Source: an optimization exercise on an open RTL-to-GDS flow (aim: small area, a short achievable clock period and few clock cycles). Production flows keep margins and buffers that such runs may drop. RTL that was checked went through simulation tests only; none was proved equivalent to the original.

03-28:
==> flow/design.v <==
package sa_pkg;
    typedef enum logic [1:0] {
        IDLE  = 2'd0,
        FEED  = 2'd1,
        FLUSH = 2'd2,
        DRAIN = 2'd3
    } sa_state_t;
    localparam int DEF_WIDTH = 8;
    localparam int DEF_ACC   = 32;
    localparam int DEF_N     = 4;
    localparam int DEF_KW    = 16;
endpackage
module sa_pe_clr (
    input  logic        clk,
    input  logic        job_go,
    input  logic        v,
    input  logic        init_lo15,
    input  logic [14:0] init_hi,
    input  logic [7:0]  a,
    input  logic [3:0]  neg,
    input  logic [3:0]  one,
    input  logic [3:0]  two,
    output logic [30:0] acc
);
    logic        first;         
    logic [15:0] lo;
    logic [14:0] hi;
    logic        cy;
    logic [15:0] lo_m;
    logic        nv;
    logic [3:0]  ns;
    logic [7:0]  pp0, pp1, pp2, pp3;
    logic [8:0]  ax;
    logic [16:0] x, y, t;
    logic s1, c2, s3, c4, s5, c6, s7, c8, s9, c10, s11, c12, s13, c14, s15, c16, s17, c18, s19, c20, s21, c22, s23, c24, s25, c26, s27, c28, s29, c30, s31, c32, s33, c34, s35, c36, s37, c38, s39, c40, s41, c42, s43, c44, s45, c46, s47, c48, s49, c50, s51, c52, s53, c54, s55, c56, s57, c58, s59, c60, s61, c62, s63, c64, s65, c66, s67, c68, s69, c70, s71, c72, s73, c74, s75, c76, s77, c78, s79, c80;
    assign ax = {a, 1'b0};
    assign nv = ~v;
    assign lo_m = first ? {init_lo15, 15'd0} : lo;
    for (genvar m = 0; m < 8; m++) begin : g_pp
        assign pp0[m] = ((one[0] & ax[m+1]) | (two[0] & ax[m])) ^ neg[0];
        assign pp1[m] = ((one[1] & ax[m+1]) | (two[1] & ax[m])) ^ neg[1];
        assign pp2[m] = ((one[2] & ax[m+1]) | (two[2] & ax[m])) ^ neg[2];
        assign pp3[m] = ((one[3] & ax[m+1]) | (two[3] & ax[m])) ^ neg[3];
    end
    for (genvar k = 0; k < 4; k++) begin : g_ns
        assign ns[k] = ~(((one[k] | two[k]) & a[7]) ^ neg[k]);
    end
    assign s1 = pp0[4] ^ pp1[2];
    assign c2 = pp0[4] & pp1[2];
    assign s3 = pp0[5] ^ pp1[3];
    assign c4 = pp0[5] & pp1[3];
    assign s5 = pp0[6] ^ pp1[4] ^ pp2[2];
    assign c6 = (pp0[6] & pp1[4]) | (pp0[6] & pp2[2]) | (pp1[4] & pp2[2]);
    assign s7 = pp3[0] ^ neg[3];
    assign c8 = pp3[0] & neg[3];
    assign s9 = pp0[7] ^ pp1[5] ^ pp2[3];
    assign c10 = (pp0[7] & pp1[5]) | (pp0[7] & pp2[3]) | (pp1[5] & pp2[3]);
    assign s11 = pp3[1] ^ lo_m[7];
    assign c12 = pp3[1] & lo_m[7];
    assign s13 = ns[0] ^ pp1[6] ^ pp2[4];
    assign c14 = (ns[0] & pp1[6]) | (ns[0] & pp2[4]) | (pp1[6] & pp2[4]);
    assign s15 = pp3[2] ^ lo_m[8] ^ 1'b1;
    assign c16 = (pp3[2] & lo_m[8]) | (pp3[2] & 1'b1) | (lo_m[8] & 1'b1);
    assign s17 = pp1[7] ^ pp2[5] ^ pp3[3];
    assign c18 = (pp1[7] & pp2[5]) | (pp1[7] & pp3[3]) | (pp2[5] & pp3[3]);
    assign s19 = lo_m[9] ^ 1'b1;
    assign c20 = lo_m[9] & 1'b1;
    assign s21 = ns[1] ^ pp2[6] ^ pp3[4];
    assign c22 = (ns[1] & pp2[6]) | (ns[1] & pp3[4]) | (pp2[6] & pp3[4]);
    assign s23 = pp2[7] ^ pp3[5];
    assign c24 = pp2[7] & pp3[5];
    assign s25 = pp0[2] ^ pp1[0];
    assign c26 = pp0[2] & pp1[0];
    assign s27 = pp0[3] ^ pp1[1];
    assign c28 = pp0[3] & pp1[1];
    assign s29 = pp2[0] ^ neg[2] ^ lo_m[4];
    assign c30 = (pp2[0] & neg[2]) | (pp2[0] & lo_m[4]) | (neg[2] & lo_m[4]);
    assign s31 = c2 ^ pp2[1] ^ lo_m[5];
    assign c32 = (c2 & pp2[1]) | (c2 & lo_m[5]) | (pp2[1] & lo_m[5]);
    assign s33 = c4 ^ lo_m[6] ^ s5;
    assign c34 = (c4 & lo_m[6]) | (c4 & s5) | (lo_m[6] & s5);
    assign s35 = c6 ^ c8 ^ s9;
    assign c36 = (c6 & c8) | (c6 & s9) | (c8 & s9);
    assign s37 = c10 ^ c12 ^ s13;
    assign c38 = (c10 & c12) | (c10 & s13) | (c12 & s13);
    assign s39 = c14 ^ c16 ^ s17;
    assign c40 = (c14 & c16) | (c14 & s17) | (c16 & s17);
    assign s41 = c18 ^ c20 ^ lo_m[10];
    assign c42 = (c18 & c20) | (c18 & lo_m[10]) | (c20 & lo_m[10]);
    assign s43 = c22 ^ lo_m[11] ^ 1'b1;
    assign c44 = (c22 & lo_m[11]) | (c22 & 1'b1) | (lo_m[11] & 1'b1);
    assign s45 = c24 ^ ns[2] ^ pp3[6];
    assign c46 = (c24 & ns[2]) | (c24 & pp3[6]) | (ns[2] & pp3[6]);
    assign s47 = pp3[7] ^ lo_m[13];
    assign c48 = pp3[7] & lo_m[13];
    assign s49 = pp0[0] ^ neg[0];
    assign c50 = pp0[0] & neg[0];
    assign s51 = pp0[1] ^ lo_m[1];
    assign c52 = pp0[1] & lo_m[1];
    assign s53 = neg[1] ^ lo_m[2] ^ s25;
    assign c54 = (neg[1] & lo_m[2]) | (neg[1] & s25) | (lo_m[2] & s25);
    assign s55 = c26 ^ lo_m[3] ^ s27;
    assign c56 = (c26 & lo_m[3]) | (c26 & s27) | (lo_m[3] & s27);
    assign s57 = c28 ^ s1 ^ s29;
    assign c58 = (c28 & s1) | (c28 & s29) | (s1 & s29);
    assign s59 = c30 ^ s3 ^ s31;
    assign c60 = (c30 & s3) | (c30 & s31) | (s3 & s31);
    assign s61 = c32 ^ s7 ^ s33;
    assign c62 = (c32 & s7) | (c32 & s33) | (s7 & s33);
    assign s63 = c34 ^ s11 ^ s35;
    assign c64 = (c34 & s11) | (c34 & s35) | (s11 & s35);
    assign s65 = c36 ^ s15 ^ s37;
    assign c66 = (c36 & s15) | (c36 & s37) | (s15 & s37);
    assign s67 = c38 ^ s19 ^ s39;
    assign c68 = (c38 & s19) | (c38 & s39) | (s19 & s39);
    assign s69 = c40 ^ s21 ^ s41;
    assign c70 = (c40 & s21) | (c40 & s41) | (s21 & s41);
    assign s71 = c42 ^ s23 ^ s43;
    assign c72 = (c42 & s23) | (c42 & s43) | (s23 & s43);
    assign s73 = c44 ^ lo_m[12] ^ s45;
    assign c74 = (c44 & lo_m[12]) | (c44 & s45) | (lo_m[12] & s45);
    assign s75 = c46 ^ 1'b1 ^ s47;
    assign c76 = (c46 & 1'b1) | (c46 & s47) | (1'b1 & s47);
    assign s77 = c48 ^ ns[3] ^ lo_m[14];
    assign c78 = (c48 & ns[3]) | (c48 & lo_m[14]) | (ns[3] & lo_m[14]);
    assign s79 = lo_m[15] ^ nv;
    assign c80 = lo_m[15] & nv;
    assign x = {c80, c78, c76, c74, c72, c70, c68, c66, c64, c62, c60, c58, c56, c54, c52, c50, lo_m[0]};
    assign y = {nv, s79, s77, s75, s73, s71, s69, s67, s65, s63, s61, s59, s57, s55, s53, s51, s49};
    assign t = x + y;
    always_ff @(posedge clk) begin
        first <= job_go | (first & ~v);
        lo <= t[15:0];
        cy <= t[16];
        hi <= first ? init_hi : hi + {14'd0, cy};
    end
    assign acc = {hi, lo};
endmodule
module sa_tile (
    input  logic          clk,
    input  logic          rst_n,
    input  logic          start,
    input  logic [15:0]   k_len,
    input  logic          in_valid,
    output logic          in_ready,
    input  logic [31:0]   a_in,
    input  logic [31:0]   b_in,
    output logic          out_valid,
    input  logic          out_ready,
    output logic [1:0]    out_row,
    output logic [127:0]  out_data,
    output logic          busy,
    output logic          done
);
    logic        feed, wait1, wait2, drain;
    logic        feed2, fire2;      
    logic [15:0] rem;           
    logic        rem_is1;       
    logic        v0;            
    logic [3:0]  row_oh;
    logic [3:0]  sel [4];       
    logic [15:0] rem_m1;
    logic        fire, job_go, last_take;
    assign fire      = feed & in_valid;
    assign fire2     = feed2 & in_valid;
    assign job_go    = ~busy & start & (k_len != 16'd0);
    assign last_take = drain & out_ready & row_oh[3];
    always_ff @(posedge clk or negedge rst_n) begin
        if (!rst_n) begin
            feed    <= 1'b0;
            feed2   <= 1'b0;
            wait1   <= 1'b0;
            wait2   <= 1'b0;
            drain   <= 1'b0;
            busy    <= 1'b0;
            done    <= 1'b0;
            rem     <= 16'd0;
            rem_is1 <= 1'b0;
            v0      <= 1'b0;
            row_oh  <= 4'b0001;
            out_row <= 2'd0;
        end else begin
            done   <= last_take;
            v0     <= fire;
            wait1  <= fire & rem_is1;
            wait2  <= wait1;
            if (job_go) begin
                feed    <= 1'b1;
                feed2   <= 1'b1;
                busy    <= 1'b1;
                rem     <= k_len;
                rem_is1 <= (k_len == 16'd1);
            end else if (fire) begin
                rem     <= rem_m1;
                rem_is1 <= (rem_m1 == 16'd1);
                if (rem_is1) feed <= 1'b0;
            end
            if (!job_go && fire2 && rem_is1) begin
                feed2 <= 1'b0;
            end
            if (wait2) drain <= 1'b1;
            if (drain & out_ready) begin
                row_oh  <= {row_oh[2:0], row_oh[3]};
                out_row <= out_row + 2'd1;
                if (row_oh[3]) begin
                    drain <= 1'b0;
                    busy  <= 1'b0;
                end
            end
        end
    end
    assign rem_m1    = rem - 16'd1;
    always_ff @(posedge clk) begin
        for (int j = 0; j < 4; j++) begin
            if (job_go)                  sel[j] <= 4'b0001;
            else if (drain & out_ready)  sel[j] <= {sel[j][2:0], sel[j][3]};
        end
    end
    assign in_ready  = feed;
    assign out_valid = drain;
    logic [15:0] k_reg, nk;
    always_ff @(posedge clk) begin
        if (job_go) k_reg <= k_len;
    end
    assign nk = 16'd0 - k_reg;
    logic [31:0] a_r [2];
    logic [3:0]  neg_r [2][4];
    logic [3:0]  one_r [2][4];
    logic [3:0]  two_r [2][4];
    always_ff @(posedge clk) begin
        a_r[0] <= a_in;
        if (fire) a_r[1] <= a_in;
        for (int j = 0; j < 4; j++) begin
            for (int k = 0; k < 4; k++) begin
                logic b2, b1, b0;
                b2 = b_in[8*j + 2*k + 1];
                b1 = b_in[8*j + 2*k];
                b0 = (k == 0) ? 1'b0 : b_in[8*j + 2*k - 1];
                neg_r[0][j][k] <= fire & b2;
                neg_r[1][j][k] <= b2;
                one_r[0][j][k] <= fire & (b1 ^ b0);
                two_r[0][j][k] <= fire & ((b2 & ~b1 & ~b0) | (~b2 & b1 & b0));
                one_r[1][j][k] <= fire2 & (b1 ^ b0);
                two_r[1][j][k] <= fire2 & ((b2 & ~b1 & ~b0) | (~b2 & b1 & b0));
            end
        end
    end
    logic [30:0] acc [4][4];
    for (genvar i = 0; i < 4; i++) begin : g_row
        for (genvar j = 0; j < 4; j++) begin : g_col
            sa_pe_clr u_pe (
                .clk       (clk),
                .job_go    (job_go),
                .v         (v0),
                .init_lo15 (nk[0]),
                .init_hi   (nk[15:1]),
                .a         (a_r[j / 2][8*i +: 8]),
                .neg       (neg_r[i / 2][j]),
                .one       (one_r[i / 2][j]),
                .two       (two_r[i / 2][j]),
                .acc       (acc[i][j])
            );
        end
    end
    always_comb begin
        for (int j = 0; j < 4; j++) begin
            logic [30:0] r;
            r = ({31{sel[j][0]}} & acc[0][j]) |
                ({31{sel[j][1]}} & acc[1][j]) |
                ({31{sel[j][2]}} & acc[2][j]) |
                ({31{sel[j][3]}} & acc[3][j]);
            out_data[32*j +: 32] = {r[30], r};
        end
    end
endmodule
Settings: LEC_CHECK=0, CAP_MARGIN=20, CORE_MARGIN=2, CORE_UTILIZATION=60, CTS_CLUSTER_DIAMETER=80, CTS_CLUSTER_SIZE=24, PLACE_DENSITY=0.68, SETUP_SLACK_MARGIN=4.7, SLEW_MARGIN=20; clock period 9.0 ns.
standard.sh (not shown) runs the stock make flow with config.mk's settings and CLKGATE_MAP_FILE= SYNTH_SCRIPT=/design/flow/synth_recipe.tcl, a recipe that flattens the netlist after the stock synthesis.
==> flow/flow/run.sh <==
#!/bin/bash
# Standard layout, with plain buffers (buf_2) as the port buffers instead of
# the resizer's default pick. make's full output goes to flow_make.log.
set -euo pipefail
bash standard.sh "BUFFER_PORTS_ARGS=-buffer_cell sky130_fd_sc_hd__buf_2" finish > flow_make.log 2>&1
03-28 finished end to end and its layout was clean on timing, DRC and antenna.
Modified inputs, 09-02 compared to 03-28
--- a/flow/design.v
+++ b/flow/design.v
@@ -150,28 +150,25 @@
     output logic [1:0]    out_row,
     output logic [127:0]  out_data,
     output logic          busy,
     output logic          done
 );
     logic        feed, wait1, wait2, drain;
-    logic        feed2, fire2;      
     logic [15:0] rem;           
     logic        rem_is1;       
     logic        v0;            
     logic [3:0]  row_oh;
     logic [3:0]  sel [4];       
     logic [15:0] rem_m1;
     logic        fire, job_go, last_take;
     assign fire      = feed & in_valid;
-    assign fire2     = feed2 & in_valid;
     assign job_go    = ~busy & start & (k_len != 16'd0);
     assign last_take = drain & out_ready & row_oh[3];
     always_ff @(posedge clk or negedge rst_n) begin
         if (!rst_n) begin
             feed    <= 1'b0;
-            feed2   <= 1'b0;
             wait1   <= 1'b0;
             wait2   <= 1'b0;
             drain   <= 1'b0;
             busy    <= 1'b0;
             done    <= 1'b0;
             rem     <= 16'd0;
@@ -183,23 +180,19 @@
             done   <= last_take;
             v0     <= fire;
             wait1  <= fire & rem_is1;
             wait2  <= wait1;
             if (job_go) begin
                 feed    <= 1'b1;
-                feed2   <= 1'b1;
                 busy    <= 1'b1;
                 rem     <= k_len;
                 rem_is1 <= (k_len == 16'd1);
             end else if (fire) begin
                 rem     <= rem_m1;
                 rem_is1 <= (rem_m1 == 16'd1);
                 if (rem_is1) feed <= 1'b0;
-            end
-            if (!job_go && fire2 && rem_is1) begin
-                feed2 <= 1'b0;
             end
             if (wait2) drain <= 1'b1;
             if (drain & out_ready) begin
                 row_oh  <= {row_oh[2:0], row_oh[3]};
                 out_row <= out_row + 2'd1;
                 if (row_oh[3]) begin
@@ -220,47 +213,43 @@
     assign out_valid = drain;
     logic [15:0] k_reg, nk;
     always_ff @(posedge clk) begin
         if (job_go) k_reg <= k_len;
     end
     assign nk = 16'd0 - k_reg;
-    logic [31:0] a_r [2];
-    logic [3:0]  neg_r [2][4];
-    logic [3:0]  one_r [2][4];
-    logic [3:0]  two_r [2][4];
-    always_ff @(posedge clk) begin
-        a_r[0] <= a_in;
-        if (fire) a_r[1] <= a_in;
+    logic [31:0] a_r;
+    logic [3:0]  neg_r [4];
+    logic [3:0]  one_r [4];
+    logic [3:0]  two_r [4];
+    always_ff @(posedge clk) begin
+        a_r <= fire ? a_in : 32'd0;
         for (int j = 0; j < 4; j++) begin
             for (int k = 0; k < 4; k++) begin
                 logic b2, b1, b0;
                 b2 = b_in[8*j + 2*k + 1];
                 b1 = b_in[8*j + 2*k];
                 b0 = (k == 0) ? 1'b0 : b_in[8*j + 2*k - 1];
-                neg_r[0][j][k] <= fire & b2;
-                neg_r[1][j][k] <= b2;
-                one_r[0][j][k] <= fire & (b1 ^ b0);
-                two_r[0][j][k] <= fire & ((b2 & ~b1 & ~b0) | (~b2 & b1 & b0));
-                one_r[1][j][k] <= fire2 & (b1 ^ b0);
-                two_r[1][j][k] <= fire2 & ((b2 & ~b1 & ~b0) | (~b2 & b1 & b0));
+                neg_r[j][k] <= b2;
+                one_r[j][k] <= b1 ^ b0;
+                two_r[j][k] <= (b2 & ~b1 & ~b0) | (~b2 & b1 & b0);
             end
         end
     end
     logic [30:0] acc [4][4];
     for (genvar i = 0; i < 4; i++) begin : g_row
         for (genvar j = 0; j < 4; j++) begin : g_col
             sa_pe_clr u_pe (
                 .clk       (clk),
                 .job_go    (job_go),
                 .v         (v0),
                 .init_lo15 (nk[0]),
                 .init_hi   (nk[15:1]),
-                .a         (a_r[j / 2][8*i +: 8]),
-                .neg       (neg_r[i / 2][j]),
-                .one       (one_r[i / 2][j]),
-                .two       (two_r[i / 2][j]),
+                .a         (a_r[8*i +: 8]),
+                .neg       (neg_r[j]),
+                .one       (one_r[j]),
+                .two       (two_r[j]),
                 .acc       (acc[i][j])
             );
         end
     end
     always_comb begin
         for (int j = 0; j < 4; j++) begin
==> comparison <==
09-02 and 03-28 all finish clean.
Taking 03-28 as the reference, in 09-02 footprint of the multi-input gates fell by 850 sq um; routed wire length down about 6.5%; number of nets in the synthesized netlist fell by about 1.7%.
The flip-flop and latch count in 09-02 is 0.892 times that in 03-28.
Looking at 09-02 and 03-28, the portion of the layout cell area used by clock cells is a wash.
Area growth from synthesis to final layout of 03-28 is on par with 09-02.
Compared with 03-28, 09-02 shows starting utilization of the core area higher by 0.38 points.
09-02 against 03-28: fraction of area in registers went down, floorplan die width went down, maximum number of pins on one net before global-route repair went down, design area went down.
Relative to 03-28, the non-filler instance count after layout measured on 09-02 has decreased by a few percent.
Re total placed cells including tap cells: 09-02 and 03-28 aren't equal, and the higher value belongs to 03-28.
Testbench counts of 09-02, summed over its fixed seeds: cycles 17,359.
Only the layout flow was run in 03-28; the RTL was not checked for function there.

port drivers added, routing unchanged:
Ports are ideal in the flow. The routed layouts listed here were re-timed in OpenROAD. Step 1 (the two cells are an assumption about what drives the block):
set clk [get_ports {clk}]
set_driving_cell -lib_cell sky130_fd_sc_hd__clkbuf_16 $clk
set_driving_cell -lib_cell sky130_fd_sc_hd__buf_2 [delete_from_list [all_inputs] $clk]
Step 2 times the ports against the registers' clock, not the clock port: input delays grow and output delays shrink by t, the midpoint of the rising clock arrivals with the driver on. Slacks: ideal ports / drivers / drivers and shift; pairs: ideal ports / drivers.
run	t, ns	setup slack, ns	clock arrival spread, ns	worst slew at a driven data input, ns
03-28	0.766	4.716 / 4.681 / 4.716	0.047 / 0.047	0.17
09-02	0.764	4.797 / 4.749 / 4.797	0.042 / 0.041	0.06
After both steps every run listed still meets setup and hold.
